Background: an optimization exercise with open tools, aiming at small area, a short achievable clock period and few clock cycles. Do not read the settings as production practice.
Only simulation tests tie the RTL to the original design; equivalence was not proved.
Power is estimated from default activity; no workload was simulated.

## job 101
==> module roc_top, before the edit <==
module roc_top #(
  parameter int unsigned LineCount = 16,
  parameter int unsigned NrRegions = 2,
  parameter int unsigned Depth     = 6
) (
  input  wire logic                              clk_i,
  input  wire logic                              rst_n_i,
  input  wire logic                              enable_i,
  input  wire logic [NrRegions*64-1:0]           regions_i,
  input  wire logic [31:0]                       req_i,
  input  wire logic                              req_valid_i,
  output logic                                   req_ready_o,
  output logic [32:0]                            rsp_o,
  output logic                                   rsp_valid_o,
  input  wire logic                              rsp_ready_i,
  output logic [31:0]                            mem_addr_o,
  output logic                                   mem_req_valid_o,
  input  wire logic                              mem_req_ready_i,
  input  wire logic [32:0]                       mem_rsp_i,
  input  wire logic                              mem_rsp_valid_i,
  input  wire logic                              flush_valid_i,
  output logic                                   flush_ready_o
);
  logic        cacheable;
  logic        s1_v_q;
  logic [31:0] s1_addr_q;
  logic [15:0] s1_sel_q;
  logic        s1_lv_q;
  logic [25:0] s1_ltag_q;
  logic        s1_c_q;
  logic        s1_move;
  logic        s2_v_q;
  logic [31:0] s2_addr_q;
  logic [15:0] s2_sel_q;
  logic        s2_c_q;
  logic        s2_hit_q;
  logic        s2_move;
  logic        rd_valid;
  logic [25:0] rd_tag;
  logic [31:0] rd_data;
  logic        hit;
  logic        s2_pend_q;
  logic        pend_nx;
  logic        q_full;
  logic        q_empty_nx;
  logic        idle_q;
  logic        fill;
  logic [15:0] fill_sel;
  logic        q_full_nx;
  logic        ready_q;
  logic [25:0] fill_tag;
  logic [31:0] fill_data;
  logic        flush;
  roc_region_decode #(
    .NrRegions ( NrRegions )
  ) i_region_decode (
    .enable_i    ( enable_i  ),
    .regions_i   ( regions_i ),
    .addr_i      ( req_i     ),
    .cacheable_o ( cacheable )
  );
  assign s2_move     = s2_v_q && !q_full && !s2_pend_q;
  assign s1_move     = s1_v_q && (!s2_v_q || s2_move);
  assign req_ready_o = ready_q;
  logic s1_v_nx;
  logic s2_v_nx;
  assign s1_v_nx = req_ready_o ? req_valid_i : s1_v_q;
  assign s2_v_nx = (!s2_v_q || s2_move) ? s1_v_q : s2_v_q;
  always_ff @(posedge clk_i or negedge rst_n_i) begin
    if (!rst_n_i) begin
      ready_q <= 1'b1;
    end else begin
      ready_q <= !(s1_v_nx && s2_v_nx && (q_full_nx || pend_nx));
    end
  end
  always_ff @(posedge clk_i or negedge rst_n_i) begin
    if (!rst_n_i) begin
      s1_v_q <= 1'b0;
      s2_v_q <= 1'b0;
    end else begin
      s1_v_q <= s1_v_nx;
      s2_v_q <= s2_v_nx;
    end
  end
  always_ff @(posedge clk_i or negedge rst_n_i) begin
    if (!rst_n_i) begin
      s2_pend_q <= 1'b0;
    end else begin
      s2_pend_q <= pend_nx;
    end
  end
  logic [15:0] req_sel;
  assign req_sel = 16'd1 << req_i[5:2];
  always_ff @(posedge clk_i) begin
    if (req_ready_o && req_valid_i) begin
      s1_addr_q <= req_i;
      s1_sel_q  <= req_sel;
      s1_c_q    <= cacheable;
    end
    if (s1_move) begin
      s2_addr_q <= s1_addr_q;
      s2_sel_q  <= s1_sel_q;
      s2_c_q    <= s1_c_q;
    end
  end
  always_ff @(posedge clk_i or negedge rst_n_i) begin
    if (!rst_n_i) begin
      s1_lv_q <= 1'b0;
    end else if (flush) begin
      s1_lv_q <= 1'b0;
    end else if (req_ready_o && req_valid_i) begin
      s1_lv_q <= (fill && |(fill_sel & req_sel)) || rd_valid;
    end else if (fill && |(fill_sel & s1_sel_q)) begin
      s1_lv_q <= 1'b1;
    end
  end
  always_ff @(posedge clk_i) begin
    if (req_ready_o && req_valid_i) begin
      s1_ltag_q <= (fill && |(fill_sel & req_sel)) ? fill_tag : rd_tag;
    end else if (fill && |(fill_sel & s1_sel_q)) begin
      s1_ltag_q <= fill_tag;
    end
  end
  logic s1_hit;
  logic s1_fill_hit;
  logic s2_fill_hit;
  assign s1_hit      = s1_c_q && s1_lv_q && (s1_ltag_q == s1_addr_q[31:6]);
  assign s1_fill_hit = s1_c_q && (fill_tag == s1_addr_q[31:6]);
  assign s2_fill_hit = s2_c_q && (fill_tag == s2_addr_q[31:6]);
  always_ff @(posedge clk_i) begin
    if (s1_move) begin
      s2_hit_q <= (fill && |(fill_sel & s1_sel_q)) ? s1_fill_hit : s1_hit;
    end else if (fill && |(fill_sel & s2_sel_q)) begin
      s2_hit_q <= s2_fill_hit;
    end
  end
  roc_line_store i_line_store (
    .clk_i       ( clk_i          ),
    .rst_n_i     ( rst_n_i        ),
    .tag_sel_i   ( req_sel        ),
    .tag_valid_o ( rd_valid       ),
    .tag_o       ( rd_tag         ),
    .data_sel_i  ( s2_sel_q       ),
    .data_o      ( rd_data        ),
    .wr_i        ( fill           ),
    .wr_sel_i    ( fill_sel       ),
    .wr_tag_i    ( fill_tag       ),
    .wr_data_i   ( fill_data      ),
    .flush_i     ( flush          )
  );
  assign hit = s2_hit_q;
  roc_refill #(
    .Depth ( Depth )
  ) i_refill (
    .clk_i            ( clk_i           ),
    .rst_n_i          ( rst_n_i         ),
    .push_i           ( s2_move         ),
    .push_hit_i       ( hit             ),
    .push_cacheable_i ( s2_c_q          ),
    .push_addr_i      ( s2_addr_q       ),
    .push_data_i      ( rd_data         ),
    .full_o           ( q_full          ),
    .full_nx_o        ( q_full_nx       ),
    .empty_nx_o       ( q_empty_nx      ),
    .chk_c_i          ( s1_move ? s1_c_q : s2_c_q ),
    .chk_idx_i        ( s1_move ? s1_addr_q[5:2] : s2_addr_q[5:2] ),
    .chk_pending_o    ( pend_nx         ),
    .rsp_o            ( rsp_o           ),
    .rsp_valid_o      ( rsp_valid_o     ),
    .rsp_ready_i      ( rsp_ready_i     ),
    .mem_addr_o       ( mem_addr_o      ),
    .mem_req_valid_o  ( mem_req_valid_o ),
    .mem_req_ready_i  ( mem_req_ready_i ),
    .mem_rsp_i        ( mem_rsp_i       ),
    .mem_rsp_valid_i  ( mem_rsp_valid_i ),
    .fill_o           ( fill            ),
    .fill_sel_o       ( fill_sel        ),
    .fill_tag_o       ( fill_tag        ),
    .fill_data_o      ( fill_data       )
  );
  always_ff @(posedge clk_i or negedge rst_n_i) begin
    if (!rst_n_i) begin
      idle_q <= 1'b0;
    end else begin
      idle_q <= !s1_v_nx && !s2_v_nx && q_empty_nx;
    end
  end
  assign flush_ready_o = idle_q;
  assign flush         = flush_valid_i && flush_ready_o;
endmodule
clock: 5.0 ns
lec_check: 0
cap_margin: 20
core_margin: 2
core_utilization: 40
place_density: 0.6
setup_slack_margin: 2.5
slew_margin: 20
run.sh (not shown) runs the stock make flow with config.mk's settings and CLKGATE_MAP_FILE= SYNTH_SCRIPT=/design/flow/synth_recipe.tcl, a recipe that flattens the netlist after the stock synthesis.
Testbench counts of job 101, summed over its fixed seeds: cycles 18,413.
diff inputs: job 101 => job 102
diff --git a/flow/design.v b/flow/design.v
--- a/flow/design.v
+++ b/flow/design.v
@@ -313,8 +313,6 @@
   logic        s1_v_q;
   logic [31:0] s1_addr_q;
   logic [15:0] s1_sel_q;
-  logic        s1_lv_q;
-  logic [25:0] s1_ltag_q;
   logic        s1_c_q;
   logic        s1_move;
   logic        s2_v_q;
@@ -377,12 +375,10 @@
       s2_pend_q <= pend_nx;
     end
   end
-  logic [15:0] req_sel;
-  assign req_sel = 16'd1 << req_i[5:2];
   always_ff @(posedge clk_i) begin
     if (req_ready_o && req_valid_i) begin
       s1_addr_q <= req_i;
-      s1_sel_q  <= req_sel;
+      s1_sel_q  <= 16'd1 << req_i[5:2];
       s1_c_q    <= cacheable;
     end
     if (s1_move) begin
@@ -391,28 +387,10 @@
       s2_c_q    <= s1_c_q;
     end
   end
-  always_ff @(posedge clk_i or negedge rst_n_i) begin
-    if (!rst_n_i) begin
-      s1_lv_q <= 1'b0;
-    end else if (flush) begin
-      s1_lv_q <= 1'b0;
-    end else if (req_ready_o && req_valid_i) begin
-      s1_lv_q <= (fill && |(fill_sel & req_sel)) || rd_valid;
-    end else if (fill && |(fill_sel & s1_sel_q)) begin
-      s1_lv_q <= 1'b1;
-    end
-  end
-  always_ff @(posedge clk_i) begin
-    if (req_ready_o && req_valid_i) begin
-      s1_ltag_q <= (fill && |(fill_sel & req_sel)) ? fill_tag : rd_tag;
-    end else if (fill && |(fill_sel & s1_sel_q)) begin
-      s1_ltag_q <= fill_tag;
-    end
-  end
   logic s1_hit;
   logic s1_fill_hit;
   logic s2_fill_hit;
-  assign s1_hit      = s1_c_q && s1_lv_q && (s1_ltag_q == s1_addr_q[31:6]);
+  assign s1_hit      = s1_c_q && rd_valid && (rd_tag == s1_addr_q[31:6]);
   assign s1_fill_hit = s1_c_q && (fill_tag == s1_addr_q[31:6]);
   assign s2_fill_hit = s2_c_q && (fill_tag == s2_addr_q[31:6]);
   always_ff @(posedge clk_i) begin
@@ -425,7 +403,7 @@
   roc_line_store i_line_store (
     .clk_i       ( clk_i          ),
     .rst_n_i     ( rst_n_i        ),
-    .tag_sel_i   ( req_sel        ),
+    .tag_sel_i   ( s1_sel_q       ),
     .tag_valid_o ( rd_valid       ),
     .tag_o       ( rd_tag         ),
     .data_sel_i  ( s2_sel_q       ),
[summary]
Peak ir drop on the vdd network: job 102 vs job 101 up 19%
nor4_2 as the cell with the biggest individual delay on the critical path was reported by job 102, and dfrtp_4 by job 101.
Changes observed in job 102 relative to job 101: number of instances in the synthesized netlist level, detailed-route wire length per cell moved up, total number of vias level, share of power burned in combinational logic moved down.
Delta (job 102 minus job 101): hold slack went down by 0.037 ns, non-clock buffer count went down by 35.
Testbench counts of job 102, summed over its fixed seeds: cycles 18,413.

-- what the ideal ports hide --
In the flow no input, the clock included, has a driving cell. The finished layouts below were timed again as built, in two steps.
Step 1, drivers: a clkbuf_16 drives clk_i and a buf_2 each remaining input, both assumed.
Step 2 also shifts input and output timing later by t, the mid clock arrival at the registers, as if the neighbouring blocks saw the same clock.
a / b / c = ideal / step 1 / step 2; a / b = the first two.
run | t (ns) | setup WS [ns] | worst setup path at the end | slew at the worst register clock pin (ns)
job 101 | 0.881 | 2.191 / 2.191 / 1.583 | input to register | 0.07 / 0.07
job 102 | 0.883 | 2.089 / 2.089 / 1.732 | input to register | 0.07 / 0.07
After both steps every run listed still meets setup and hold. For job 101, which loses most, drivers alone change the setup slack by 0.000 ns; drivers and shift together by -0.608 ns.
